From an optimization exercise on the open Yosys and OpenROAD flow, aimed at small area; shortcuts taken in it are not production practice. In this exercise RTL edits were held to simulation tests only and were not proved equivalent to the original. The flow treats the clock pin as an ideal source, which a real chip does not have. No activity file was given, so power comes from the tool's default toggle rates.

### flow/config.mk
export PLATFORM = sky130hd
export DESIGN_NAME = conv_ctrl_top
export DESIGN_NICKNAME = conv_ctrl_top
export VERILOG_FILES = /design/flow/design.v
export SDC_FILE = /design/flow/constraint.sdc
export NUM_CORES = 4
export LEC_CHECK = 0
export CAP_MARGIN = 20
export CORE_MARGIN = 2
export CORE_UTILIZATION = 70
export SLEW_MARGIN = 20
### flow/constraint.sdc
create_clock -name core_clock -period 30.0 [get_ports {clk}]
set_input_delay 6.0000 -clock core_clock [delete_from_list [all_inputs] [get_ports {clk}]]
set_output_delay 6.0000 -clock core_clock [all_outputs]
set_load 0.01 [all_outputs]
### flow/design.v
package conv_pkg;
    typedef logic [10-1:0] addr_t;
    typedef logic [10-1:0]  cnt_t;
    typedef logic [12-1:0]  len_t;
    typedef logic [4-1:0] bank_t;
    typedef struct packed {
        logic [1:0] stride;
        logic [2:0] padding;
        logic [4:0] kernel_size;
        cnt_t       in_channels;
        cnt_t       filter_number;
        cnt_t       temporal_length;
    } conv_cfg_t;
    typedef struct packed {
        logic [1:0] stride;
        logic [2:0] padding;
        logic [4:0] kernel_size;
        cnt_t       in_channels;
        cnt_t       filter_number;
        cnt_t       temporal_length;
        logic [2:0] stride_eff;
        len_t       output_length;
        len_t       out_tiles;
        len_t       filter_batches;
    } conv_geom_t;
    typedef struct packed {
        addr_t start_addr;
        addr_t end_addr;
    } addr_win_t;
    typedef enum logic [4:0] {
        S_IDLE,
        S_WEIGHT_REQ,
        S_CHAN_SETUP,
        S_CHAN_SETTLE_A,
        S_CHAN_SETTLE_B,
        S_LOAD,
        S_RUN,
        S_DRAIN,
        S_TILE_INC,
        S_TILE_CHECK,
        S_TILE_SETUP,
        S_TILE_SETTLE,
        S_RESTART,
        S_CHAN_INC,
        S_CHAN_CHECK,
        S_BATCH_INC,
        S_BATCH_CHECK,
        S_DONE
    } seq_state_t;
endpackage
`timescale 1ns/1ps
module conv_ctrl_top
(
    input  logic        clk,
    input  logic        rst,
    input  logic        start,
    input  logic [39:0] cfg,
    input  logic        weight_ack,
    input  logic        load_done,
    input  logic        run_done,
    input  logic        drain_done,
    output logic        weight_req,
    output logic        load_en,
    output logic        load_restart,
    output logic        run_start,
    output logic        drain_en,
    output logic [3:0]  bank_sel,
    output logic [19:0] ifmap_win,
    output logic [19:0] weight_win,
    output logic [19:0] out_win,
    output logic        done_filter,
    output logic        done_all
);
    localparam logic [4:0] S_IDLE  = 5'd0;
    localparam logic [4:0] S_WRL   = 5'd1;
    localparam logic [4:0] S_WRB   = 5'd2;
    localparam logic [4:0] S_WRN   = 5'd3;
    localparam logic [4:0] S_CSL   = 5'd4;
    localparam logic [4:0] S_CSB   = 5'd5;
    localparam logic [4:0] S_CSN   = 5'd6;
    localparam logic [4:0] S_SETA  = 5'd7;
    localparam logic [4:0] S_SETB  = 5'd8;
    localparam logic [4:0] S_LOAD  = 5'd9;
    localparam logic [4:0] S_RUN   = 5'd10;
    localparam logic [4:0] S_DRAIN = 5'd11;
    localparam logic [4:0] S_TINC  = 5'd12;
    localparam logic [4:0] S_TCHK  = 5'd13;
    localparam logic [4:0] S_TSET  = 5'd14;
    localparam logic [4:0] S_TSTL  = 5'd15;
    localparam logic [4:0] S_RSTR  = 5'd16;
    localparam logic [4:0] S_CINC  = 5'd17;
    localparam logic [4:0] S_CCHK  = 5'd18;
    localparam logic [4:0] S_BINC  = 5'd19;
    localparam logic [4:0] S_BCHK  = 5'd20;
    localparam logic [4:0] S_DONE  = 5'd21;
    logic [4:0] state;
    logic [4:0] state_nxt;
    logic [4:0] kern;
    logic [2:0] pad;
    logic [1:0] strd;        
    logic [9:0] len;
    logic [9:0] nch;
    logic [5:0] bat_left;    
    logic       bat_part;    
    logic       bat_more;
    logic [9:0] chan;        
    logic [3:0] chan_lo;     
    logic [5:0] chan_hi;
    logic [6:0] tile;        
    logic [9:0] o_b;         
    logic [2:0] pad_left;    
    logic [9:0] i_s, i_e, w_s, w_e, o_s, o_e;
    wire capture = (state == S_IDLE) && start;
    assign bat_more = (bat_left[5:1] != 5'd0) || (bat_left[0] && bat_part);
    logic [10:0] padded;
    logic [11:0] diff;
    logic        no_out;      
    logic [10:0] span;        
    logic [10:0] q3;
    logic [10:0] olm1;        
    logic [9:0]  olm1w;       
    logic [6:0]  kstep;       
    assign padded = {1'b0, len} + {7'd0, pad, 1'b0};
    assign diff   = {1'b0, padded} - {7'd0, kern};
    assign no_out = diff[11];
    assign span   = diff[10:0];
    always_comb begin
        logic [1:0] r;
        logic [2:0] c;
        r = 2'd0;
        for (int i = 10; i >= 0; i--) begin
            c     = {r, span[i]};
            q3[i] = (c >= 3'd3);
            r     = q3[i] ? 2'(c - 3'd3) : c[1:0];
        end
    end
    always_comb begin
        case (strd)
            2'd2:    olm1 = {1'b0, span[10:1]};
            2'd3:    olm1 = q3;
            default: olm1 = span;
        endcase
    end
    assign olm1w = no_out ? 10'h3ff : olm1[9:0];
    always_comb begin
        case (strd)
            2'd2:    kstep = {1'b0, kern, 1'b0};
            2'd3:    kstep = {2'b0, kern} + {1'b0, kern, 1'b0};
            default: kstep = {2'b0, kern};
        endcase
    end
    logic [9:0] chan_inc;
    assign chan_inc = chan + 10'd1;
    always_comb begin
        state_nxt = state;
        case (state)
            S_IDLE:  if (start) state_nxt = S_WRL;
            S_WRL:   if (weight_ack) state_nxt = S_CSL;
            S_WRB:   if (weight_ack) state_nxt = S_CSB;
            S_WRN:   if (weight_ack) state_nxt = S_CSN;
            S_CSL, S_CSB, S_CSN:
                     state_nxt = no_out ? S_CINC : S_SETA;
            S_SETA:  state_nxt = S_SETB;
            S_SETB:  state_nxt = S_LOAD;
            S_LOAD:  if (load_done) state_nxt = S_RUN;
            S_RUN:   if (run_done) state_nxt = S_DRAIN;
            S_DRAIN: if (drain_done) state_nxt = S_TINC;
            S_TINC:  state_nxt = S_TCHK;
            S_TCHK:  state_nxt = (tile < olm1[10:4]) ? S_TSET : S_CINC;
            S_TSET:  state_nxt = S_TSTL;
            S_TSTL:  state_nxt = S_RSTR;
            S_RSTR:  state_nxt = S_LOAD;
            S_CINC:  state_nxt = S_CCHK;
            S_CCHK: begin
                if (chan_inc < nch)
                    state_nxt = (chan[5:0] == 6'd63) ? S_WRN : S_CSN;
                else
                    state_nxt = S_BINC;
            end
            S_BINC:  state_nxt = S_BCHK;
            S_BCHK:  state_nxt = bat_more ? S_WRB : S_DONE;
            S_DONE:  state_nxt = S_IDLE;
            default: state_nxt = S_IDLE;
        endcase
    end
    always_ff @(posedge clk or negedge rst) begin
        if (!rst) state <= S_IDLE;
        else      state <= state_nxt;
    end
    always_ff @(posedge clk) begin
        if (capture) begin
            len  <= cfg[9:0];
            nch  <= cfg[29:20];
            kern <= cfg[34:30];
            pad  <= cfg[37:35];
            strd <= (cfg[39:38] == 2'd0) ? 2'd1 : cfg[39:38];
        end
    end
    always_ff @(posedge clk) begin
        if (capture) begin
            bat_left <= cfg[19:14];
            bat_part <= (cfg[13:10] != 4'd0);
        end else if (state == S_BCHK && bat_more) begin
            bat_left <= bat_left - 6'd1;
        end
    end
    wire chan_setup  = (state == S_CSL) || (state == S_CSB) || (state == S_CSN);
    wire chan_first  = (state == S_CSL) || (state == S_CSB);
    wire tile_setup  = (state == S_TSET);
    assign chan = {chan_hi, chan_lo};
    always_ff @(posedge clk or negedge rst) begin
        if (!rst) begin
            chan_lo <= '0;
        end else if (chan_first) begin
            chan_lo <= '0;
        end else if (state == S_CSN) begin
            chan_lo <= chan_inc[3:0];
        end
    end
    always_ff @(posedge clk) begin
        if (chan_first) begin
            chan_hi <= '0;
        end else if (state == S_CSN) begin
            chan_hi <= chan_inc[9:4];
        end
    end
    always_ff @(posedge clk or negedge rst) begin
        if (!rst) begin
            tile <= '0;
        end else if (chan_setup) begin
            tile <= '0;
        end else if (tile_setup) begin
            tile <= tile + 7'd1;
        end
    end
    logic [9:0]  i_e1;       
    logic [9:0]  i_rem;
    logic [6:0]  i_step;
    logic        i_pos;
    logic [10:0] i_left;
    assign i_e    = i_e1 - 10'd1;
    assign i_s    = i_e1 - i_rem;
    assign i_pos  = ({4'd0, pad_left} <= kstep);
    assign i_step = i_pos ? kstep - {4'd0, pad_left} : 7'd0;
    assign i_left = {1'b0, i_rem} - {4'd0, i_step};
    always_ff @(posedge clk) begin
        if (chan_setup) begin
            pad_left <= pad;
        end else if (tile_setup) begin
            pad_left <= i_pos ? 3'd0 : 3'(pad_left - kstep);
        end
    end
    always_ff @(posedge clk or negedge rst) begin
        if (!rst) begin
            i_rem <= 10'd1;
        end else if (chan_setup) begin
            i_rem <= len;
        end else if (tile_setup) begin
            i_rem <= i_left[10] ? 10'd0 : i_left[9:0];
        end
    end
    always_ff @(posedge clk or negedge rst) begin
        if (!rst) begin
            i_e1 <= 10'd1;
        end else if (chan_first) begin
            i_e1 <= len;
        end else if (state == S_CSN && chan[3:0] == 4'd15) begin
            i_e1 <= i_e1 + len;
        end
    end
    logic [4:0] w_kern;      
    logic [9:0] w_next;
    assign w_next = w_s + {5'd0, w_kern};
    assign w_e    = w_next - 10'd1;
    always_ff @(posedge clk or negedge rst) begin
        if (!rst) begin
            w_kern <= 5'd1;
        end else if (state == S_CSL) begin
            w_kern <= kern;
        end
    end
    always_ff @(posedge clk or negedge rst) begin
        if (!rst) begin
            w_s <= '0;
        end else if (chan_first || (state == S_CSN && chan[5:0] == 6'd63)) begin
            w_s <= '0;
        end else if (state == S_CSN) begin
            w_s <= w_next;
        end
    end
    logic [9:0] o_x;         
    assign o_s = {o_b[9:4] + tile[5:0], o_b[3:0]};
    assign o_e = o_b + o_x;
    always_ff @(posedge clk or negedge rst) begin
        if (!rst) begin
            o_b <= '0;
            o_x <= '0;
        end else if (state == S_CSL) begin
            o_b <= '0;
            o_x <= olm1w;
        end else if (state == S_CSB) begin
            o_b <= o_e + 10'd1;
        end
    end
    assign bank_sel     = chan_lo;
    assign ifmap_win    = {i_s, i_e};
    assign weight_win   = {w_s, w_e};
    assign out_win      = {o_s, o_e};
    assign weight_req   = (state == S_WRL) || (state == S_WRB) || (state == S_WRN);
    assign load_en      = (state == S_LOAD);
    assign load_restart = (state == S_RSTR);
    assign run_start    = (state == S_RUN);
    assign drain_en     = (state == S_DRAIN);
    assign done_filter  = (state == S_BCHK);
    assign done_all     = (state == S_DONE);
endmodule
### flow/flow/run.sh
#!/bin/bash
# The standard layout with an area-oriented synthesis mapping:
# ripple-carry adders instead of Kogge-Stone, no full/half-adder cell
# extraction, an area-only ABC script, and the smallest buffer on ports.
# The clock tree uses small clock buffers and no dummy loads; those
# driving the slowest clock pins are then upsized (post_cts.tcl).
# Registers are inferred and mapped exactly as in the standard synthesis.
set -euo pipefail
W=$(pwd)
F=$W/flow
{ head -n 1 synth_recipe.tcl; cat $F/abc_proc.tcl; tail -n +2 synth_recipe.tcl; } > $W/flow_synth.tcl
export FLOW_ABC_SCRIPT=$F/abc_area.script
export BUFFER_PORTS_ARGS="-buffer_cell sky130_fd_sc_hd__buf_1"
export CTS_ARGS="-sink_clustering_enable -repair_clock_nets -dont_use_dummy_load \
  -buf_list sky130_fd_sc_hd__clkbuf_4 -root_buf sky130_fd_sc_hd__clkbuf_4 \
  -sink_clustering_size 16 -sink_clustering_max_diameter 60"
export POST_CTS_TCL=$F/post_cts.tcl
bash standard.sh SYNTH_SCRIPT=$W/flow_synth.tcl ADDER_MAP_FILE= \
  "SYNTH_OPERATIONS_ARGS=-extra-map $F/lcu_ripple.v" finish > $W/standard.log 2>&1
### flow/flow/abc_area.script
strash
&get -n
&fraig -x
&put
scorr
dc2
strash
dch -f
amap -F 20 -A 20
strash
dch -f
amap -F 20 -A 20
### flow/flow/abc_proc.tcl
# Map the logic with this flow's area script in place of ORFS's
proc abc {args} {
  set i [lsearch -exact $args -script]
  if { $i >= 0 } {
    lset args [expr { $i + 1 }] $::env(FLOW_ABC_SCRIPT)
  }
  yosys abc {*}$args
}
### flow/flow/lcu_ripple.v
(* techmap_celltype = "$lcu" *)
module _80_lcu_ripple (P, G, CI, CO);
	parameter WIDTH = 2;

	(* force_downto *)
	input [WIDTH-1:0] P, G;
	input CI;

	(* force_downto *)
	output [WIDTH-1:0] CO;

	integer i;
	(* force_downto *)
	reg [WIDTH-1:0] g;

	wire [1023:0] _TECHMAP_DO_ = "proc; opt -fast";

	always @* begin
		g = G;
		g[0] = g[0] | (P[0] & CI);
		for (i = 1; i < WIDTH; i = i + 1)
			g[i] = g[i] | P[i] & g[i - 1];
	end

	assign CO = g;
endmodule
### flow/flow/post_cts.tcl
estimate_parasitics -placement
set flow_upsized 0
foreach inst [get_cells -filter "ref_name == sky130_fd_sc_hd__clkbuf_4"] {
  set out [get_pins -of_objects $inst -filter "direction == output"]
  set worst 0
  foreach pin [get_pins -of_objects [get_nets -of_objects $out] -filter "direction == input"] {
    foreach rf {rise fall} {
      set s [get_property $pin slew_max_$rf]
      if { $s > $worst } { set worst $s }
    }
  }
  if { $worst > 0.1 } {
    replace_cell $inst sky130_fd_sc_hd__clkbuf_8
    incr flow_upsized
  }
}
puts "upsized $flow_upsized clock buffers"
if { $flow_upsized > 0 } {
  detailed_placement
  estimate_parasitics -placement
}
### flow/standard.sh
#!/bin/bash
# synth_recipe.tcl (not shown) runs the flow's synth.tcl, then flattens the netlist and writes it again
# the make line also repeats each setting of config.mk as NAME=value (left out here)
make -C /OpenROAD-flow-scripts/flow DESIGN_CONFIG=/design/flow/config.mk WORK_HOME=/design/flow/orfs CLKGATE_MAP_FILE= SYNTH_SCRIPT=/design/flow/synth_recipe.tcl "${@:-finish}"
==> flow_summary.json, run 1 <==
{
  "status": "timing/DRC/antenna clean",
  "final_cell_count_no_fill": 1224,
  "hold_depth": 2,
  "final_nets": 1137,
  "insertion_delay_ns": 0.42,
  "arrival_ns": 3.66,
  "utilization_pct": 78.7,
  "max_cap_violations": 0,
  "clkTransAtPathRegs_ns": 0.08,
  "synth-compound-area-share_pct": 32.0,
  "synthMuxAreaShare_pct": 0,
  "avgSynthCellArea_um2": 7.60,
  "worstSetupStartpointType": "flip-flop",
  "rsz0062_at_grt": "no",
  "synth_xor_area_share_pct": 0,
  "grt_pass1_wl_um": 29700,
  "std_cell_rows": 37,
  "synth-edff-count": 40,
  "finalHoldViolations": 0,
  "max_freq_mhz": 104,
  "crit-reg2reg-launch": "kern[2]",
  "drc": 0,
  "hp-start": "chan_hi[0]",
  "track_usage_pct": 33.3,
  "n_antenna_cell": 0,
  "vias": 7558,
  "crit_type": "flip-flop to output port",
  "slew_violations": 0,
  "place_inst": 1207,
  "grt_pass1_vias": 6639,
  "area_delta_synth_final_pct": 10.4,
  "final_common_cell": "nor2_1",
  "p_leak_uw": 0.00294,
  "relSlewSlack_pct": 37.7,
  "synthCells": 956,
  "ios": 118,
  "io_buffers": 117,
  "rrSetupSlack_ns": 22.48,
  "clock_sinks": 117,
  "synth-simple-area-share_pct": 16.1,
  "final_cell_mix": "nor2_1, clkinv_1, buf_1, a21oi_1, o22ai_1",
  "min_to": "chan_hi[0]",
  "cp.required_ns": 24.00,
  "hpwl_um": 13500,
  "fill_cells": 780,
  "dr.pass1.iters": 5,
  "multiInputGateArea_um2": 3500,
  "synth_top_family_by_area": "compound AO/OA/AOI/OAI gates",
  "finalSetupTns_ns": 0,
  "cpMaxStageDelayCell": "or3_1",
  "reg2regPathDepth": 50,
  "fin_crit_ns": 9.66,
  "worstReg2RegEnd": "o_x[0]",
  "path_cells": "clkinv_1 -> o22ai_1 -> clkinv_1 -> a22oi_1 -> nor2_1 -> a21oi_1 -> nor2_1 -> a21oi_1 -> nor2_1 -> a21oi_1 -> a21oi_1 -> or3_1 -> or3_1 -> nor2_1 -> nand2_1 -> o21ai_0 -> buf_1",
  "regArea_um2": 3100,
  "synth.net_count": 1003,
  "yosys_warnings": 1,
  "antenna_found_initial": 0,
  "core_area_um2": 10200,
  "tightest_slew_ns": 0.931,
  "ir_drop_v": 0.0000765,
  "crit_path_end_kind": "output port",
  "ys.flop_type": "dfrtp_1",
  "worst-path-buf-inv": 3,
  "cpLargestDelayFamily": "simple AND/OR/NAND/NOR gates",
  "cp_max_fo": 4,
  "synth_adder_area_share_pct": 0,
  "critPathMaxStageDelay_ns": 0.42,
  "via_per_inst": 6.17,
  "initial_core_util_pct": 71.3,
  "synth_area_um2": 7260,
  "worst_slack_ns": 20.34,
  "setup-violations-final": 0,
  "drt_wl_total_um": 17900,
  "grt_max_degree": 72,
  "async_flop_share_pct": 60.7,
  "ys_ff_latch": 117,
  "cts_tree": "yes",
  "finalCritPeriodShare_pct": 32.2,
  "skew_ns": 0.0214,
  "die_area_um2": 11200,
  "place_ws_ns": 20.81,
  "grt-ovfl-total": 0,
  "post_drt_wl_per_cell_um": 14.7,
  "drive_above_1_share_pct": 2.57,
  "hp-class": "flip-flop to flip-flop",
  "p_total_uw": 898,
  "antenna_left": 0,
  "synthDistinctLibCells": 41,
  "drtIter0Drc": 664,
  "globalplace.congestion": 0.941,
  "die_x_um": 106,
  "power_density_nw_per_um2": 112,
  "synth-seq-area-share_pct": 42.7,
  "die_y_um": 106
}
## state kept, by name, summed over array words and instances, names as in the netlist
| register | count |
|---|---|
| kern | 5 |
| pad | 3 |
| i_e1 | 10 |
| w_kern | 5 |
| chan_hi | 6 |
| tile | 7 |
| o_b | 10 |
| i_rem | 10 |
| bat_left | 6 |
| w_s | 10 |
| len | 10 |
| strd | 2 |
| state | 5 |
| bat_part | 1 |
| nch | 10 |
| chan_lo | 4 |
| o_x | 10 |
| pad_left | 3 |
## through the flow
stage                     area [um^2]  hold slack, ns
after global routing             8010           0.517
final                            8010           0.478
after floorplan                  7260           0.458
after detailed placement         7860           0.469
after global placement           7860           0.464
## report_power, final
group	total [uW]	internal [uW]	switching, uW
Sequential	263	219	44.5
Combinational	553	189	364
Clock	81.7	31.9	49.8
## synthesized netlist by cell type, types with 5 or more instances
library cell	count	area (um^2)
a21oi_1	115	576
a22oi_1	19	143
a211oi_1	10	75.1
nor2_1	176	661
dfrtp_1	68	1700
nor3_1	15	75.1
a31oi_1	6	37.5
o21ai_0	76	380
nand2_1	63	236
o221ai_1	7	61.3
buf_4	8	60.1
nand3_1	7	35.0
a222oi_1	10	100
o22ai_1	102	638
o32ai_1	5	43.8
clkinv_1	160	601
or2_0	9	56.3
and3_1	5	31.3
edfxtp_1	40	1200
dfxtp_1	6	120
a21o_1	13	97.6
## routing by layer
| layer | vias to the layer above | wire length (um) | GRT usage, % |
|---|---|---|---|
| met5 | - | 0 | 0 |
| met4 | 0 | 320 | 11.7 |
| met3 | 37 | 1460 | 7.54 |
| met2 | 339 | 8460 | 53.6 |
| met1 | 3431 | 7710 | 44.4 |
| li1 | 3751 | - | - |
## cell type report
class | instances | area share (%)
Clock buffer | 17 | 1.90
Inverter | 160 | 7.49
Sequential cell | 117 | 38.7
Timing Repair Buffer | 124 | 6.15
Multi-Input combinational cell | 670 | 43.6
Tap cell | 136 | 2.12
## kinds of logic after synthesis
| group | count (synthesis) |
|---|---|
| compound gates | 383 |
| simple gates | 287 |
| buf+inv | 169 |
| flops | 117 |
## worst max-delay path by stage
stage                     startpoint  cells after the start            end  slack [ns]
final                         w_s[1]                     17  weight_win[9]       20.34
after global routing       w_kern[1]                     17  weight_win[9]       20.04
after detailed placement      w_s[1]                     17  weight_win[9]       20.81
after global placement        w_s[1]                     17  weight_win[9]       20.98
after floorplan               w_s[1]                     16  weight_win[9]       21.17
## worst min-delay path: cells and delay by family (launching register included)
| kind | cells | cell delay [ns] |
|---|---|---|
| compound gates | 1 | 0.07 |
| flops | 1 | 0.31 |
| buf+inv | 1 | 0.05 |
==> inputs of run 2 (changes only) <==
--- a/flow/design.v
+++ b/flow/design.v
@@ -263,8 +263,6 @@
         if (!rst) begin
             i_e1 <= 10'd1;
-        end else if (chan_first) begin
-            i_e1 <= len;
-        end else if (state == S_CSN && chan[3:0] == 4'd15) begin
-            i_e1 <= i_e1 + len;
+        end else if (chan_first || (state == S_CSN && chan[3:0] == 4'd15)) begin
+            i_e1 <= (chan_first ? 10'd0 : i_e1) + len;
         end
     end
--- a/flow/config.mk
+++ b/flow/config.mk
@@ -6,6 +6,6 @@
 export NUM_CORES = 4
 export LEC_CHECK = 0
-export CAP_MARGIN = 20
+export CAP_MARGIN = 0
 export CORE_MARGIN = 2
 export CORE_UTILIZATION = 70
-export SLEW_MARGIN = 20
+export SLEW_MARGIN = 0
==> run 2 against run 1 <==
  * Setup slack worse by 0.042 ns
  * Synthesized cell count is 1.4% higher
  * Combinational power is 5.6% lower
  * Largest cell class unchanged
  * Highest routed layer unchanged
==> flow_summary.json, run 2 <==
{
  "insertion_delay_ns": 0.44,
  "worstSetupStartpointType": "flip-flop",
  "cpMaxStageDelayCell": "or3_1",
  "drt_wl_total_um": 17400,
  "avgSynthCellArea_um2": 7.47,
  "tightest_slew_ns": 1.08,
  "async_flop_share_pct": 60.7,
  "initial_core_util_pct": 71.1,
  "synthCells": 969,
  "power_frac_clock_pct": 9.4,
  "crit_type": "flip-flop to output port",
  "synthDistinctLibCells": 40,
  "drtIter0Drc": 508,
  "area_delta_synth_final_pct": 10.2,
  "grt_max_degree": 72,
  "synth_top_area_share_pct": 23.5,
  "path_cells": "clkinv_1 -> o22ai_1 -> clkinv_1 -> a22oi_1 -> nor2_1 -> a21oi_1 -> nor2_1 -> a21oi_1 -> nor2_1 -> a21oi_1 -> a21oi_1 -> or3_1 -> or3_1 -> nor2_1 -> nand2_1 -> o21ai_0 -> buf_1",
  "track_usage_pct": 32.6,
  "core_area_um2": 10200,
  "crit-reg2reg-launch": "kern[2]",
  "cpLargestDelayFamily": "simple AND/OR/NAND/NOR gates",
  "die_y_um": 106,
  "via_per_inst": 5.91,
  "seq_power_share_pct": 29.9,
  "n_antenna_cell": 0,
  "cp.required_ns": 24.00,
  "hp-class": "flip-flop to flip-flop",
  "finalHoldViolations": 0,
  "top_layer": "met4",
  "power_switching_uw": 435,
  "synth_area_leaders": "dfrtp_1, edfxtp_1, nor2_1",
  "reg2regPathDepth": 47,
  "p_leak_uw": 0.00298,
  "synth-seq-area-share_pct": 42.9,
  "io_buffers": 117,
  "setup-violations-final": 0,
  "drc": 0,
  "antenna_left": 0,
  "dr.pass1.iters": 6,
  "ys.flop_type": "dfrtp_1",
  "cts_tree": "yes",
  "worstReg2RegEnd": "state[2]",
  "met1_length_um": 7260,
  "slew_violations": 0,
  "skew_ns": 0.0342,
  "finalSetupTns_ns": 0,
  "sw_frac_of_total_pct": 50.5,
  "crit_path_end_kind": "output port",
  "yosys.area.top_type": "dfrtp_1",
  "rrSetupSlack_ns": 22.58,
  "max_freq_mhz": 103,
  "grt_pass1_wl_um": 29200,
  "synth_common_cells": "nor2_1, clkinv_1, a21oi_1",
  "grt-ovfl-total": 0,
  "worst-path-buf-inv": 3,
  "die_area_um2": 11200,
  "globalplace.congestion": 0.893,
  "ios": 118,
  "post_drt_wl_per_cell_um": 14.1,
  "clkTransAtPathRegs_ns": 0.10,
  "wl_met2_um": 8400,
  "synth_most_common_cell": "nor2_1",
  "path_depth": 17,
  "final_cell_mix": "nor2_1, clkinv_1, a21oi_1, buf_1, o21ai_0",
  "synth_area_um2": 7240,
  "cp_max_fo": 4,
  "fin_crit_ns": 9.70,
  "wl_met3_um": 1250,
  "vias": 7308,
  "relSlewSlack_pct": 27.5,
  "whs_ns": 0.481,
  "std_cell_rows": 37,
  "finalCritPeriodShare_pct": 32.3,
  "status": "timing/DRC/antenna clean",
  "ir_drop_v": 0.0000734,
  "antenna_found_initial": 0,
  "max_cap_violations": 0,
  "clock_sinks": 117,
  "hpwl_um": 12800,
  "hp-start": "chan_hi[1]",
  "critPathMaxStageDelay_ns": 0.44,
  "ys_ff_latch": 117,
  "final_common_cell": "nor2_1",
  "min_to": "chan_hi[1]",
  "die_x_um": 106,
  "synth-edff-count": 40,
  "final_nets": 1149,
  "power_density_nw_per_um2": 108,
  "p_int_uw": 427,
  "grt_pass1_vias": 6689,
  "yosys_warnings": 1,
  "combPwrFrac_pct": 60.6,
  "drive_above_1_share_pct": 2.45,
  "rsz0062_at_grt": "no",
  "arrival_ns": 3.70,
  "hold_depth": 2,
  "synth.net_count": 1016
}
==> run 2: changes by cell type in the layout (fill, tap and decap cells not counted), moves of 6 or more <==
cell,previous run,this run
a21o_1,13,19
clkinv_1,160,152
nand2_1,63,87
nor2_1,176,192
nor3_1,15,9
o21ai_0,76,90
o22ai_1,102,87
==> run 2: worst min-delay path: cells and delay by family, from the launching register on <==
family,cells,cell delay [ns]
flip-flops,1,0.34
buffers and inverters,1,0.05
AO/OA/AOI/OAI,1,0.05
==> run 2: how the worst max path moves through the flow <==
stage / from / end / slack [ns]
finish: w_s[1] / weight_win[9] / 20.30
floorplan: w_s[1] / weight_win[9] / 21.13
global placement: w_s[1] / weight_win[9] / 20.96
detailed placement: w_s[1] / weight_win[9] / 20.80
global route: w_s[1] / weight_win[9] / 19.79
==> run 2: metrics by stage <==
stage | cell area [um^2] | setup WS (ns) | util [%] | power [uW] | std cells
2_1_floorplan | 7240 | 21.13 | - | 641 | 969
3_3_place_gp | 7830 | 20.96 | 76.9 | 758 | 1219
3_5_place_dp | 7830 | 20.80 | 76.9 | 773 | 1219
5_1_grt | 7980 | 19.79 | 78.3 | 945 | 1236
6_report | 7980 | 20.30 | 78.3 | 861 | 1236
==> run 2: power groups by stage <==
stage	logic [uW]	clock network [uW]	registers, uW
after floorplan	390	0	251
after global placement	500	0	258
after detailed placement	514	0	260
after global routing	591	90.1	264
final	522	81.3	258
==> run 2: area by class of cell <==
cell class | instances | area, um^2
tap | 136 | 170
multi-input combinational | 691 | 3500
fill | 809 | 2210
timing repair buffer | 123 | 485
sequential | 117 | 3100
inverter | 152 | 571
clock buffer | 17 | 146
==> run 2: cells by family (layout without fill, tap and decap cells) <==
logic type             Yosys count  after routing  share of synthesized area (%)
buffers and inverters          161            292                           8.76
AOI/OAI and AO/OA              377            377                           31.1
and+or+nand+nor                314            314                           17.3
DFF                            117            117                           42.9
==> run 2: routing by layer <==
layer / up-vias / GRT usage [%]
li1: 3733 / -
met1: 3248 / 40.3
met2: 280 / 54.9
met3: 47 / 8.41
met4: 0 / 12.9
met5: - / 0
==> inputs of run 3 (changes only) <==
--- a/flow/config.mk
+++ b/flow/config.mk
@@ -6,6 +6,6 @@
 export NUM_CORES = 4
 export LEC_CHECK = 0
-export CAP_MARGIN = 0
+export CAP_MARGIN = 20
 export CORE_MARGIN = 2
-export CORE_UTILIZATION = 70
-export SLEW_MARGIN = 0
+export CORE_UTILIZATION = 78
+export SLEW_MARGIN = 20
==> run 3 against run 2 <==
  * Critical path depth unchanged
  * Setup slack improved by 0.032 ns
  * Utilization increased by 8.9 points
  * First-iteration DRC count increased by 20%
  * Sequential share of layout area increased by 0.14 points
  * Sequential power about the same
  * Register-to-register slack improved by 0.21 ns
  * Design area decreased by 0.36%
  * Routed wire length increased by 3.1%
  * Die area decreased by 9.9%
  * Worst hold slack improved by 0.013 ns
  * Sequential cell count unchanged
  * Largest power group unchanged
==> flow_summary.json, run 3 <==
{
  "crit_path_end_kind": "output port",
  "grt_pass1_wl_um": 29400,
  "synth-edff-count": 40,
  "initial_core_util_pct": 79.5,
  "post_drt_wl_per_cell_um": 14.8,
  "drc": 0,
  "insertion_delay_ns": 0.42,
  "skew_ns": 0.0451,
  "final_cell_mix": "nor2_1, clkinv_1, a21oi_1, buf_1, o21ai_0",
  "fin_crit_ns": 9.67,
  "worstSetupStartpointType": "flip-flop",
  "tightest_slew_ns": 0.942,
  "cp_max_fo": 4,
  "synth.net_count": 1016,
  "max_freq_mhz": 103,
  "antenna_left": 0,
  "core_area_um2": 9110,
  "max_cap_violations": 0,
  "yosys.area.top_type": "dfrtp_1",
  "yosys_warnings": 1,
  "status": "timing/DRC/antenna clean",
  "grt_pass1_vias": 6917,
  "final_cell_area_um2": 7950,
  "finalCritPeriodShare_pct": 32.2,
  "rsz0062_at_grt": "no",
  "setup-violations-final": 0,
  "via_per_inst": 6.34,
  "cp.required_ns": 24.00,
  "async_flop_share_pct": 60.7,
  "worst-path-buf-inv": 3,
  "globalplace.congestion": 0.968,
  "path_cells": "clkinv_1 -> o22ai_1 -> clkinv_1 -> a22oi_1 -> nor2_1 -> a21oi_1 -> nor2_1 -> a21oi_1 -> nor2_1 -> a21oi_1 -> a21oi_1 -> or3_1 -> or3_1 -> nor2_1 -> nand2_1 -> o21ai_0 -> buf_1",
  "clock_sinks": 117,
  "clkTransAtPathRegs_ns": 0.08,
  "cpMaxStageDelayCell": "or3_1",
  "critPathMaxStageDelay_ns": 0.44,
  "die_x_um": 100,
  "final_common_cell": "nor2_1",
  "final_cell_count_no_fill": 1211,
  "crit_type": "flip-flop to output port",
  "drt_wl_total_um": 17900,
  "utilization_pct": 87.3,
  "ios": 118,
  "dr.pass1.iters": 7,
  "area_delta_synth_final_pct": 9.80,
  "power_density_nw_per_um2": 109,
  "synthCells": 969,
  "std_cell_rows": 35,
  "synth_area_um2": 7240,
  "relSlewSlack_pct": 37.2,
  "place_inst": 1194,
  "cts_tree": "yes",
  "drtIter0Drc": 608,
  "hp-class": "flip-flop to flip-flop",
  "slew_violations": 0,
  "grt_max_degree": 72,
  "synth_area_leaders": "dfrtp_1, edfxtp_1, nor2_1",
  "track_usage_pct": 36.5,
  "whs_ns": 0.494,
  "die_y_um": 100,
  "n_antenna_cell": 0,
  "grt-ovfl-total": 0,
  "ys.flop_type": "dfrtp_1",
  "final_nets": 1149,
  "synth_most_common_cell": "nor2_1",
  "post_dp_cell_area_um2": 7800,
  "arrival_ns": 3.67,
  "hpwl_um": 13200,
  "die_area_um2": 10100,
  "synth-seq-area-share_pct": 42.9,
  "ir_drop_v": 0.0000720,
  "antenna_found_initial": 0,
  "drive_above_1_share_pct": 2.55,
  "synthDistinctLibCells": 40,
  "io_buffers": 117,
  "p_leak_uw": 0.00298,
  "synth_common_cells": "nor2_1, clkinv_1, a21oi_1",
  "cpLargestDelayFamily": "simple AND/OR/NAND/NOR gates",
  "ys_ff_latch": 117,
  "finalSetupTns_ns": 0,
  "synth_top_area_share_pct": 23.5,
  "finalHoldViolations": 0,
  "avgSynthCellArea_um2": 7.47,
  "vias": 7676,
  "fill_cells": 549
}
-- run 3: final timing paths --
path | startpoint | to | slack, ns | cells past startpoint
setup reg to reg | strd[1] | i_rem[2] | 22.79 | 31
hold reg to reg | chan_hi[1] | chan_hi[1] | 0.49 | 2
min in group asynchronous | rst | i_e1[2] | 5.81 | 2
max in group asynchronous | rst | tile[1] | 23.55 | 2
hold / removal | chan_hi[1] | chan_hi[1] | 0.49 | 2
setup / recovery | w_s[1] | weight_win[9] | 20.33 | 17
-- run 3: worst reg2reg max path, delay by kind of cell (launching register included) --
| kind | cells | cell delay (ns) |
|---|---|---|
| flip-flops | 1 | 0.58 |
| AO/OA/AOI/OAI | 9 | 2.62 |
| AND/OR/NAND/NOR | 19 | 2.95 |
| buffers and inverters | 3 | 0.99 |
-- run 3: per-stage QoR --
step / setup WS [ns] / power, uW
finish: 20.33 / 865
detailed placement: 20.80 / 774
global placement: 20.97 / 753
global route: 20.03 / 939
floorplan: 21.13 / 641
-- run 3: where the power goes --
part	leakage [uW]	switching (uW)	internal, uW
clock network	0.0000860	49.1	30.5
registers	0.00130	42.5	217
logic	0.00159	346	180
-- run 3: layer usage --
metal	up-vias	GRT usage [%]	wire length [um]
li1	3716	-	-
met4	0	19.1	521
met2	373	62.9	8970
met3	72	5.92	1360
met5	-	0	0
met1	3515	44.1	7060
-- run 3: logic make-up after synthesis --
group,count (synthesis),share of synthesized area (%)
AND/OR/NAND/NOR,314,17.3
AO/OA/AOI/OAI,377,31.1
buffers and inverters,161,8.76
flip-flops,117,42.9
-- run 3: area by class of cell --
| type | instances | area [um^2] | share of cell area [%] |
|---|---|---|---|
| Inverter | 152 | 571 | 7.18 |
| Multi-Input combinational cell | 691 | 3500 | 44.1 |
| Tap cell | 111 | 139 | 1.75 |
| Sequential cell | 117 | 3100 | 39.0 |
| Clock buffer | 17 | 146 | 1.84 |
| Timing Repair Buffer | 123 | 485 | 6.11 |
==> inputs of run 4 (changes only) <==
--- a/flow/config.mk
+++ b/flow/config.mk
@@ -8,4 +8,4 @@
 export CAP_MARGIN = 20
 export CORE_MARGIN = 2
-export CORE_UTILIZATION = 78
+export CORE_UTILIZATION = 60
 export SLEW_MARGIN = 20
==> run 4 against run 3 <==
  * Setup slack improved by 0.021 ns
  * Die area increased by 29%
  * Sequential power about the same
  * Synthesized area unchanged
  * Sequential cell count unchanged
  * Synthesized cell count unchanged
  * Critical path type unchanged
  * Combinational power decreased by 2%
  * Worst hold slack got worse by 0.0082 ns
  * Fmax increased by 0.22%
  * Non-clock buffer count unchanged
  * Register-to-register slack got worse by 0.07 ns
==> flow_summary.json, run 4 <==
{
  "sw_frac_of_total_pct": 50.0,
  "hpwl_um": 13000,
  "path_cells": "clkinv_1 -> o22ai_1 -> clkinv_1 -> a22oi_1 -> nor2_1 -> a21oi_1 -> nor2_1 -> a21oi_1 -> nor2_1 -> a21oi_1 -> a21oi_1 -> or3_1 -> or3_1 -> nor2_1 -> nand2_1 -> o21ai_0 -> buf_1",
  "clkTransAtPathRegs_ns": 0.08,
  "final_cell_count_no_fill": 1247,
  "n_antenna_cell": 0,
  "synthDistinctLibCells": 40,
  "via_per_inst": 5.76,
  "io_buffers": 117,
  "p_int_uw": 428,
  "insertion_delay_ns": 0.42,
  "die_y_um": 114,
  "cpMaxStageDelayCell": "or3_1",
  "globalplace.congestion": 0.888,
  "power_switching_uw": 428,
  "synth.net_count": 1016,
  "post_dp_cell_area_um2": 7840,
  "p_total_uw": 856,
  "finalSetupTns_ns": 0,
  "arrival_ns": 3.64,
  "cp.required_ns": 24.00,
  "crit_path_end_kind": "output port",
  "fill_cells": 1124,
  "cts_tree": "yes",
  "setup-violations-final": 0,
  "drive_above_1_share_pct": 2.55,
  "synth_adder_area_share_pct": 0,
  "drc": 0,
  "cp_max_fo": 4,
  "max_freq_mhz": 104,
  "core_area_um2": 11900,
  "status": "timing/DRC/antenna clean",
  "critPathMaxStageDelay_ns": 0.43,
  "std_cell_rows": 40,
  "synth_most_common_cell": "nor2_1",
  "rsz0062_at_grt": "no",
  "worst-path-buf-inv": 3,
  "final_common_cell": "nor2_1",
  "vias": 7181,
  "yosys.area.top_type": "dfrtp_1",
  "power_frac_clock_pct": 9.7,
  "power_density_nw_per_um2": 107,
  "grt_pass1_wl_um": 29000,
  "dr.pass1.iters": 7,
  "ys_ff_latch": 117,
  "whs_ns": 0.486,
  "initial_core_util_pct": 60.8,
  "synth-seq-area-share_pct": 42.9,
  "drt_wl_total_um": 17200,
  "ys.flop_type": "dfrtp_1",
  "drtIter0Drc": 481,
  "synth_top_family_by_area": "compound AO/OA/AOI/OAI gates",
  "antenna_left": 0,
  "final_cell_area_um2": 8000,
  "track_usage_pct": 28.0,
  "synthCells": 969,
  "slew_violations": 0,
  "synth-edff-count": 40,
  "crit_type": "flip-flop to output port",
  "finalHoldViolations": 0,
  "relSlewSlack_pct": 37.0,
  "combPwrFrac_pct": 60.3,
  "cpLargestDelayFamily": "simple AND/OR/NAND/NOR gates",
  "synth_common_cells": "nor2_1, clkinv_1, a21oi_1",
  "worstSetupStartpointType": "flip-flop",
  "grt_pass1_vias": 6467,
  "synth_xor_area_share_pct": 0,
  "final_cell_mix": "nor2_1, clkinv_1, a21oi_1, buf_1, o21ai_0",
  "die_area_um2": 13000,
  "fin_crit_ns": 9.64,
  "synth-simple-area-share_pct": 17.3,
  "async_flop_share_pct": 60.7,
  "yosys_warnings": 1,
  "max_cap_violations": 0,
  "clock_sinks": 117,
  "grt-ovfl-total": 0,
  "tightest_slew_ns": 0.945,
  "synth_top_area_share_pct": 23.5,
  "ios": 118,
  "p_leak_uw": 0.00298,
  "hp-class": "flip-flop to flip-flop",
  "seq_power_share_pct": 30.1,
  "synthMuxAreaShare_pct": 0,
  "ir_drop_v": 0.0000652,
  "finalCritPeriodShare_pct": 32.1,
  "skew_ns": 0.0274,
  "area_delta_synth_final_pct": 10.5,
  "final_nets": 1149,
  "post_drt_wl_per_cell_um": 13.8,
  "synth-compound-area-share_pct": 31.1,
  "avgSynthCellArea_um2": 7.47,
  "grt_max_degree": 72,
  "die_x_um": 114,
  "antenna_found_initial": 0,
  "synth_area_leaders": "dfrtp_1, edfxtp_1, nor2_1",
  "place_inst": 1230,
  "synth_area_um2": 7240
}
==> run 4: cell counts after synthesis <==
No cell type changed its count.
==> run 4: final timing paths <==
check	startpoint	endpoint	slack [ns]	cells after the start
worst min-delay path	chan_hi[2]	chan_hi[2]	0.49	1
worst max register to register	kern[2]	state[2]	22.72	47
min in group asynchronous	rst	i_e1[1]	5.77	2
worst min register to register	chan_hi[2]	chan_hi[2]	0.49	1
max in group asynchronous	rst	w_s[5]	23.55	2
worst max-delay path	w_s[1]	weight_win[9]	20.36	17
==> run 4: metrics by stage <==
stage                     utilization (%)  setup WS (ns)
after floorplan                         -          21.13
final                                67.2          20.36
after detailed placement             65.9          20.82
after global routing                 67.2          19.93
after global placement               65.9          20.95
==> run 4: layer usage <==
metal	wire [um]	vias up	GRT usage, %
met5	0	-	0
met4	298	0	8.54
met1	7920	3239	35.9
li1	-	3745	-
met3	759	24	6.75
met2	8240	173	47.1
==> run 4: area by class of cell <==
cell class | instances | area (um^2) | area share [%]
flip-flops and latches | 117 | 3100 | 38.8
clock buffers | 17 | 153 | 1.91
repair buffers | 123 | 485 | 6.07
inverters | 152 | 571 | 7.13
multi-input cells | 691 | 3500 | 43.8
well taps | 147 | 184 | 2.30
==> run 4: logic make-up after synthesis <==
kind of cell | Yosys count
buffers and inverters | 161
AOI/OAI and AO/OA | 377
and+or+nand+nor | 314
DFF | 117
==> run 4: worst register-to-register path: cells and delay by family, from the launching register on <==
kind,cells,cell delay (ns)
AND/OR/NAND/NOR,22,2.64
flip-flops,1,0.49
AO/OA/AOI/OAI,23,3.74
buffers and inverters,2,0.33
==> run 4: power groups by stage <==
stage                     Clock (uW)  Combinational (uW)  Sequential (uW)
final                           82.9                 516              257
after global routing            91.5                 592              264
after detailed placement           0                 513              260
after global placement             0                 505              259
after floorplan                    0                 390              251
==> inputs of run 5 (changes only) <==
--- a/flow/config.mk
+++ b/flow/config.mk
@@ -8,4 +8,4 @@
 export CAP_MARGIN = 20
 export CORE_MARGIN = 2
-export CORE_UTILIZATION = 60
+export CORE_UTILIZATION = 70
 export SLEW_MARGIN = 20
==> run 5 against run 4 <==
  * Register-to-register slack got worse by 0.15 ns
  * Global-route usage increased by 4.7 points
  * Critical path type unchanged
  * Synthesized area unchanged
  * Total power increased by 0.65%
  * Final cell count decreased by 0.88%
  * Utilization increased by 11 points
  * Design area decreased by 0.25%
  * Sequential cell count unchanged
  * First-iteration DRC count increased by 3.7%
  * Sequential share of layout area increased by 0.097 points
==> flow_summary.json, run 5 <==
{
  "die_y_um": 106,
  "synth-edff-count": 40,
  "via_per_inst": 5.90,
  "dr.pass1.iters": 6,
  "grt_pass1_vias": 6689,
  "die_x_um": 106,
  "yosys.area.top_type": "dfrtp_1",
  "io_buffers": 117,
  "synth_most_common_cell": "nor2_1",
  "avgSynthCellArea_um2": 7.47,
  "finalCritPeriodShare_pct": 32.4,
  "area_delta_synth_final_pct": 10.2,
  "rsz0062_at_grt": "no",
  "max_cap_violations": 0,
  "final_common_cell": "nor2_1",
  "grt-ovfl-total": 0,
  "initial_core_util_pct": 71.1,
  "hp-class": "flip-flop to flip-flop",
  "async_flop_share_pct": 60.7,
  "final_nets": 1149,
  "cp.required_ns": 24.00,
  "track_usage_pct": 32.6,
  "critPathMaxStageDelay_ns": 0.44,
  "hpwl_um": 12800,
  "drt_wl_total_um": 17400,
  "seq_power_share_pct": 29.9,
  "ys.flop_type": "dfrtp_1",
  "max_freq_mhz": 103,
  "drive_above_1_share_pct": 2.55,
  "synth_area_leaders": "dfrtp_1, edfxtp_1, nor2_1",
  "std_cell_rows": 37,
  "crit_path_end_kind": "output port",
  "clock_sinks": 117,
  "cts_tree": "yes",
  "ios": 118,
  "cpMaxStageDelayCell": "or3_1",
  "yosys_warnings": 1,
  "ys_ff_latch": 117,
  "skew_ns": 0.0336,
  "arrival_ns": 3.71,
  "grt_pass1_wl_um": 29200,
  "synth.net_count": 1016,
  "synth-seq-area-share_pct": 42.9,
  "power_frac_clock_pct": 9.4,
  "crit_type": "flip-flop to output port",
  "place_inst": 1219,
  "antenna_found_initial": 0,
  "drtIter0Drc": 499,
  "clkTransAtPathRegs_ns": 0.10,
  "synth_area_um2": 7240,
  "final_cell_count_no_fill": 1236,
  "tightest_slew_ns": 0.942,
  "synthDistinctLibCells": 40,
  "relSlewSlack_pct": 36.6,
  "die_area_um2": 11200,
  "synth_top_area_share_pct": 23.5,
  "n_antenna_cell": 0,
  "antenna_left": 0,
  "grt_max_degree": 72,
  "ir_drop_v": 0.0000737,
  "p_int_uw": 427,
  "p_leak_uw": 0.00298,
  "sw_frac_of_total_pct": 50.5,
  "power_switching_uw": 435,
  "finalSetupTns_ns": 0,
  "insertion_delay_ns": 0.44,
  "core_area_um2": 10200,
  "synthCells": 969,
  "post_drt_wl_per_cell_um": 14.1,
  "combPwrFrac_pct": 60.6,
  "worstSetupStartpointType": "flip-flop",
  "fin_crit_ns": 9.71,
  "setup-violations-final": 0,
  "finalHoldViolations": 0,
  "path_cells": "clkinv_1 -> o22ai_1 -> clkinv_1 -> a22oi_1 -> nor2_1 -> a21oi_1 -> nor2_1 -> a21oi_1 -> nor2_1 -> a21oi_1 -> a21oi_1 -> or3_1 -> or3_1 -> nor2_1 -> nand2_1 -> o21ai_0 -> buf_1",
  "synth_common_cells": "nor2_1, clkinv_1, a21oi_1",
  "slew_violations": 0,
  "globalplace.congestion": 0.893,
  "power_density_nw_per_um2": 108,
  "drc": 0,
  "cp_max_fo": 4,
  "final_cell_mix": "nor2_1, clkinv_1, a21oi_1, buf_1, o21ai_0",
  "status": "timing/DRC/antenna clean",
  "vias": 7291
}
run 5: cell counts after synthesis:
No cell type changed its count.
run 5: final timing paths:
kind | from | to | slack [ns] | cells past startpoint
setup / recovery | w_s[1] | weight_win[9] | 20.29 | 17
hold / removal | chan_hi[1] | chan_hi[1] | 0.48 | 2
setup reg to reg | kern[2] | state[2] | 22.57 | 47
hold reg to reg | chan_hi[1] | chan_hi[1] | 0.48 | 2
max in group asynchronous | rst | state[1] | 23.58 | 2
min in group asynchronous | rst | i_e1[1] | 5.78 | 2
run 5: power groups by stage:
stage	sequential (uW)	clock, uW	combinational, uW
finish	258	81.4	523
detailed placement	260	0	514
floorplan	251	0	390
global route	264	90.1	591
global placement	258	0	500
run 5: cell type report:
class,instances,area [um^2]
Timing Repair Buffer,123,485
Inverter,152,571
Sequential cell,117,3100
Tap cell,136,170
Multi-Input combinational cell,691,3500
Clock buffer,17,146
Fill cell,809,2210
run 5: stage by stage:
| step | worst slack, ns | instance area, um^2 | power (uW) | utilization, % | hold slack, ns |
|---|---|---|---|---|---|
| 3_3_place_gp | 20.96 | 7830 | 758 | 76.9 | 0.454 |
| 6_report | 20.29 | 7980 | 862 | 78.3 | 0.482 |
| 3_5_place_dp | 20.80 | 7830 | 773 | 76.9 | 0.466 |
| 2_1_floorplan | 21.13 | 7240 | 641 | - | 0.439 |
| 5_1_grt | 19.79 | 7980 | 945 | 78.3 | 0.495 |
run 5: worst max-delay path, delay by kind of cell (launching register included):
family | cells | cell delay, ns
and+or+nand+nor | 7 | 1.32
DFF | 1 | 0.41
buffers and inverters | 3 | 0.41
AOI/OAI and AO/OA | 7 | 1.15
run 5: layer usage:
metal | track usage, % | vias to the layer above | part of all wire, %
met3 | 8.41 | 42 | 6.4
met4 | 12.9 | 0 | 2.6
li1 | - | 3732 | -
met5 | 0 | - | 0
met1 | 40.3 | 3263 | 43
met2 | 54.9 | 254 | 48
run 5: cell families (layout without fill, tap and decap cells):
kind of cell	count (synthesis)	after routing	share of synthesized area, %
AO/OA/AOI/OAI	377	377	31.1
flip-flops	117	117	42.9
buffers and inverters	161	292	8.76
AND/OR/NAND/NOR	314	314	17.3
==> inputs of run 6 (changes only) <==
--- a/flow/design.v
+++ b/flow/design.v
@@ -274,5 +274,5 @@
         if (!rst) begin
             w_kern <= 5'd1;
-        end else if (state == S_CSL) begin
+        end else if (chan_first) begin
             w_kern <= kern;
         end
@@ -294,9 +294,7 @@
             o_b <= '0;
             o_x <= '0;
-        end else if (state == S_CSL) begin
-            o_b <= '0;
+        end else if (chan_first) begin
+            o_b <= (state == S_CSL) ? 10'd0 : o_e + 10'd1;
             o_x <= olm1w;
-        end else if (state == S_CSB) begin
-            o_b <= o_e + 10'd1;
         end
     end
==> run 6 against run 5 <==
  * Combinational power fell by 1%
  * Setup slack improved by 0.022 ns
  * Critical path type unchanged
  * Register-to-register slack got worse by 0.06 ns
  * Fmax rose by 0.22%
  * Critical path depth did not move
  * Clock skew rose by 0.0039 ns
  * Still clean on timing, DRC and antenna
  * Global-route usage fell by 0.43 points
  * Largest cell class unchanged
  * Utilization fell by 0.15 points
  * Clock-buffer cell count did not move
==> flow_summary.json, run 6 <==
{
  "yosys_warnings": 1,
  "drtIter0Drc": 675,
  "post_drt_wl_per_cell_um": 13.9,
  "synth_top_area_share_pct": 23.5,
  "clock_sinks": 117,
  "area_delta_synth_final_pct": 10.1,
  "final_cell_mix": "nor2_1, clkinv_1, a21oi_1, buf_1, o21ai_0",
  "skew_ns": 0.0376,
  "drc": 0,
  "p_total_uw": 858,
  "core_area_um2": 10200,
  "vias": 7313,
  "grt_max_degree": 72,
  "place_inst": 1216,
  "synthCells": 967,
  "insertion_delay_ns": 0.43,
  "track_usage_pct": 32.2,
  "crit-reg2reg-launch": "kern[2]",
  "power_frac_clock_pct": 9.4,
  "yosys.area.top_type": "dfrtp_1",
  "finalCritPeriodShare_pct": 32.3,
  "ys.flop_type": "dfrtp_1",
  "globalplace.congestion": 0.909,
  "std_cell_rows": 37,
  "antenna_found_initial": 0,
  "arrival_ns": 3.69,
  "p_leak_uw": 0.00298,
  "slew_violations": 0,
  "finalHoldViolations": 0,
  "hp-class": "flip-flop to flip-flop",
  "synth_most_common_cell": "nor2_1",
  "final_cell_count_no_fill": 1233,
  "hp-start": "chan_hi[1]",
  "hpwl_um": 12700,
  "synth.net_count": 1014,
  "n_antenna_cell": 0,
  "synth_common_cells": "nor2_1, clkinv_1, a21oi_1",
  "worst_slack_ns": 20.31,
  "seq_power_share_pct": 30.1,
  "fin_crit_ns": 9.69,
  "clkTransAtPathRegs_ns": 0.08,
  "avgSynthCellArea_um2": 7.48,
  "via_per_inst": 5.93,
  "cp_max_fo": 4,
  "worstReg2RegEnd": "o_x[0]",
  "finalSetupTns_ns": 0,
  "place_ws_ns": 20.78,
  "min_to": "chan_hi[1]",
  "regArea_um2": 3100,
  "die_y_um": 106,
  "ys_ff_latch": 117,
  "rsz0062_at_grt": "no",
  "reg2regPathDepth": 51,
  "final_nets": 1146,
  "grt-ovfl-total": 0,
  "grt_pass1_wl_um": 28900,
  "grt_pass1_vias": 6551,
  "max_freq_mhz": 103,
  "relSlewSlack_pct": 29.1,
  "rrSetupSlack_ns": 22.51,
  "combPwrFrac_pct": 60.4,
  "cts_tree": "yes",
  "synth_area_um2": 7230,
  "tightest_slew_ns": 1.06,
  "async_flop_share_pct": 60.7,
  "synth-edff-count": 40,
  "io_buffers": 117,
  "utilization_pct": 78.2,
  "ir_drop_v": 0.0000535,
  "antenna_left": 0,
  "multiInputGateArea_um2": 3510,
  "final_common_cell": "nor2_1",
  "crit_type": "flip-flop to output port",
  "die_area_um2": 11200,
  "initial_core_util_pct": 71.0,
  "dr.pass1.iters": 7,
  "die_x_um": 106,
  "setup-violations-final": 0,
  "fill_cells": 797,
  "ios": 118,
  "worstSetupStartpointType": "flip-flop",
  "sw_frac_of_total_pct": 50.3,
  "synthDistinctLibCells": 39,
  "status": "timing/DRC/antenna clean",
  "cp.required_ns": 24.00,
  "power_density_nw_per_um2": 108,
  "drive_above_1_share_pct": 2.46,
  "crit_path_end_kind": "output port",
  "synth_area_leaders": "dfrtp_1, edfxtp_1, nor2_1",
  "drt_wl_total_um": 17100,
  "synth-seq-area-share_pct": 42.9,
  "hold_depth": 2,
  "max_cap_violations": 0,
  "power_switching_uw": 431,
  "p_int_uw": 426
}
## run 6: area by class of cell
type / instances / area share [%]
Clock buffer: 17 / 1.84
Inverter: 149 / 7.02
Multi-Input combinational cell: 692 / 44.1
Sequential cell: 117 / 38.9
Tap cell: 136 / 2.14
Timing Repair Buffer: 122 / 6.00
## run 6: logic make-up (layout without fill, tap and decap cells)
| kind of cell | count (synthesis) | after routing | synth area share (%) |
|---|---|---|---|
| and+or+nand+nor | 314 | 314 | 17.5 |
| DFF | 117 | 117 | 42.9 |
| AOI/OAI and AO/OA | 378 | 378 | 31.0 |
| buffers and inverters | 158 | 288 | 8.62 |
## run 6: power groups by stage
stage	logic (uW)	clock network (uW)	registers [uW]
after global routing	590	88.2	265
final	518	81.0	258
after detailed placement	512	0	260
after floorplan	392	0	251
after global placement	500	0	259
## run 6: how the worst max path moves through the flow
stage / startpoint / end / slack (ns) / cells past startpoint
2_1_floorplan: w_s[1] / weight_win[9] / 21.13 / 16
3_3_place_gp: w_s[1] / weight_win[9] / 20.95 / 17
3_5_place_dp: w_s[1] / weight_win[9] / 20.78 / 17
5_1_grt: w_s[1] / weight_win[9] / 19.97 / 17
6_report: w_s[1] / weight_win[9] / 20.31 / 17
## run 6: critical path, cell delays in order, from the launching register on
cell,delay [ns]
dfrtp_1,0.39
clkinv_1,0.10
o22ai_1,0.23
clkinv_1,0.13
a22oi_1,0.22
nor2_1,0.09
a21oi_1,0.18
nor2_1,0.09
a21oi_1,0.16
nor2_1,0.08
a21oi_1,0.17
a21oi_1,0.12
or3_1,0.37
or3_1,0.43
nor2_1,0.19
nand2_1,0.06
o21ai_0,0.07
buf_1,0.17
## run 6: layer usage
layer	global-route usage (%)	up-vias	part of all wire, %
met5	0	-	0
met2	52.3	224	47
met3	7.11	40	6.0
li1	-	3724	-
met4	11.7	0	2.2
met1	42.8	3325	45
## run 6: stage by stage
step | hold slack (ns) | area [um^2]
after floorplan | 0.439 | 7230
after global placement | 0.455 | 7820
after detailed placement | 0.459 | 7820
after global routing | 0.505 | 7960
final | 0.472 | 7960
==> inputs of run 7 (changes only) <==
--- a/flow/design.v
+++ b/flow/design.v
@@ -274,5 +274,5 @@
         if (!rst) begin
             w_kern <= 5'd1;
-        end else if (chan_first) begin
+        end else if (chan_setup) begin
             w_kern <= kern;
         end
@@ -294,6 +294,6 @@
             o_b <= '0;
             o_x <= '0;
-        end else if (chan_first) begin
-            o_b <= (state == S_CSL) ? 10'd0 : o_e + 10'd1;
+        end else if (chan_setup) begin
+            if (chan_first) o_b <= (state == S_CSL) ? 10'd0 : o_e + 10'd1;
             o_x <= olm1w;
         end
==> run 7 against run 6 <==
  * First-iteration DRC count is 19% lower
  * Sequential power about the same
  * Synthesized area is 0.10% lower
  * Clock skew is 0.016 ns lower
  * Critical path type unchanged
  * Synthesized cell count is 0.21% lower
  * Die area is 0.10% lower
==> flow_summary.json, run 7 <==
{
  "die_y_um": 106,
  "max_freq_mhz": 103,
  "synthCells": 965,
  "grt-ovfl-total": 0,
  "reg2regPathDepth": 50,
  "drive_above_1_share_pct": 2.65,
  "cts_tree": "yes",
  "crit-reg2reg-launch": "kern[2]",
  "drtIter0Drc": 548,
  "avgSynthCellArea_um2": 7.49,
  "slew_violations": 0,
  "synth_top_area_share_pct": 23.6,
  "globalplace.congestion": 0.956,
  "final_common_cell": "nor2_1",
  "status": "timing/DRC/antenna clean",
  "p_total_uw": 879,
  "setup-violations-final": 0,
  "grt_max_degree": 72,
  "max_cap_violations": 0,
  "fin_crit_ns": 9.67,
  "ir_drop_v": 0.0000580,
  "std_cell_rows": 37,
  "drt_wl_total_um": 18100,
  "hp-start": "chan_hi[5]",
  "die_area_um2": 11100,
  "p_leak_uw": 0.00296,
  "drc": 0,
  "final_cell_mix": "nor2_1, clkinv_1, a21oi_1, buf_1, o21ai_0",
  "finalCritPeriodShare_pct": 32.2,
  "power_density_nw_per_um2": 110,
  "tightest_slew_ns": 0.953,
  "ios": 118,
  "area_delta_synth_final_pct": 10.6,
  "min_to": "chan_hi[5]",
  "track_usage_pct": 33.8,
  "hpwl_um": 13500,
  "via_per_inst": 6.10,
  "post_drt_wl_per_cell_um": 14.7,
  "io_buffers": 117,
  "rrSetupSlack_ns": 22.30,
  "arrival_ns": 3.67,
  "synth_area_um2": 7220,
  "synth_common_cells": "nor2_1, clkinv_1, a21oi_1",
  "synthMuxAreaShare_pct": 0,
  "clock_sinks": 117,
  "antenna_left": 0,
  "hold_depth": 2,
  "grt_pass1_vias": 6869,
  "crit_path_end_kind": "output port",
  "synth-simple-area-share_pct": 17.3,
  "n_antenna_cell": 0,
  "cp.required_ns": 24.00,
  "grt_pass1_wl_um": 30200,
  "relSlewSlack_pct": 36.5,
  "yosys.area.top_type": "dfrtp_1",
  "synth_xor_area_share_pct": 0,
  "final_nets": 1145,
  "synth-compound-area-share_pct": 31.1,
  "cp_max_fo": 4,
  "async_flop_share_pct": 60.7,
  "die_x_um": 106,
  "rsz0062_at_grt": "no",
  "yosys_warnings": 1,
  "finalHoldViolations": 0,
  "vias": 7515,
  "clkTransAtPathRegs_ns": 0.08,
  "synth.net_count": 1012,
  "dr.pass1.iters": 7,
  "skew_ns": 0.0214,
  "synth-seq-area-share_pct": 42.9,
  "crit_type": "flip-flop to output port",
  "synthDistinctLibCells": 40,
  "worstReg2RegEnd": "o_x[0]",
  "antenna_found_initial": 0,
  "ys_ff_latch": 117,
  "synth_adder_area_share_pct": 0,
  "hp-class": "flip-flop to flip-flop",
  "synth_most_common_cell": "nor2_1",
  "initial_core_util_pct": 70.9,
  "insertion_delay_ns": 0.42,
  "whs_ns": 0.486,
  "synth_top_family_by_area": "compound AO/OA/AOI/OAI gates",
  "synth_area_leaders": "dfrtp_1, edfxtp_1, nor2_1",
  "synth-edff-count": 40,
  "ys.flop_type": "dfrtp_1",
  "core_area_um2": 10200,
  "worstSetupStartpointType": "flip-flop",
  "finalSetupTns_ns": 0
}
## run 7: power by group
part           total (uW)  switching, uW  internal (uW)
Clock                81.0           50.6           30.5
Combinational         538            354            183
Sequential            261           43.8            217
Total                 879            448            431
## run 7: final cells by class
cell class | count | area [um^2]
tap | 136 | 170
multi-input combinational | 689 | 3500
timing repair buffer | 123 | 505
fill | 781 | 2190
sequential | 117 | 3100
inverter | 150 | 563
clock buffer | 17 | 146
## run 7: worst max-delay path by stage
stage	start	endpoint	slack (ns)	depth (start not counted)
final	w_s[1]	weight_win[9]	20.33	17
after global routing	i_e1[1]	ifmap_win[19]	19.94	21
after detailed placement	w_s[1]	weight_win[9]	20.80	17
after global placement	w_s[1]	weight_win[9]	20.96	17
after floorplan	w_s[1]	weight_win[9]	21.13	16
## run 7: kinds of logic (layout without fill, tap and decap cells)
family | after synthesis | in the layout
buffers and inverters | 159 | 290
flip-flops | 117 | 117
AO/OA/AOI/OAI | 377 | 377
AND/OR/NAND/NOR | 312 | 312
## run 7: worst max-delay path, cell delays in order (launching register included)
cell	delay (ns)
dfrtp_1	0.39
clkinv_1	0.09
o22ai_1	0.21
clkinv_1	0.13
a22oi_1	0.20
nor2_1	0.09
a21oi_1	0.16
nor2_1	0.08
a21oi_1	0.16
nor2_1	0.08
a21oi_1	0.18
a21oi_1	0.13
or3_1	0.37
or3_1	0.44
nor2_1	0.21
nand2_1	0.09
o21ai_0	0.09
buf_1	0.17
## run 7: through the flow
stage          setup slack (ns)  util, %  instances  cell area, um^2
2_1_floorplan             21.13        -        965             7220
3_5_place_dp              20.80     76.8       1214             7820
6_report                  20.33     78.5       1232             7990
3_3_place_gp              20.96     76.8       1214             7820
5_1_grt                   19.94     78.5       1232             7990
## run 7: routing by layer
metal  GRT usage (%)  part of all wire [%]  vias to the layer above
met5               0                     0                        -
met4            13.1                   2.4                        0
met3            7.67                   6.8                       48
met2            59.2                    50                      295
met1            40.4                    40                     3437
li1                -                     -                     3735

[afterwards: timing with drivers on the ports]
In the flow no input, the clock included, has a driving cell. The finished layouts below were timed again as built, in two steps.
Step 1, drivers: a clkbuf_16 drives clk and a buf_2 each remaining input, both assumed.
Step 2 times the ports against the registers' clock, not the clock port: input delays grow and output delays shrink by t, the midpoint of the rising clock arrivals with the driver on.
Slacks: ideal ports / drivers / drivers and shift; pairs: ideal ports / drivers.
run | shift t [ns] | setup slack, ns | worst setup path at the end
run 1 | 0.442 | 20.344 / 20.308 / 20.750 | register to output
run 2 | 0.458 | 20.302 / 20.264 / 20.722 | register to output
run 3 | 0.438 | 20.334 / 20.298 / 20.735 | register to output
run 4 | 0.446 | 20.355 / 20.318 / 20.763 | register to output
run 5 | 0.457 | 20.292 / 20.255 / 20.712 | register to output
run 6 | 0.447 | 20.314 / 20.278 / 20.725 | register to output
run 7 | 0.451 | 20.334 / 20.296 / 20.747 | register to output
After both steps every run listed still meets setup and hold.
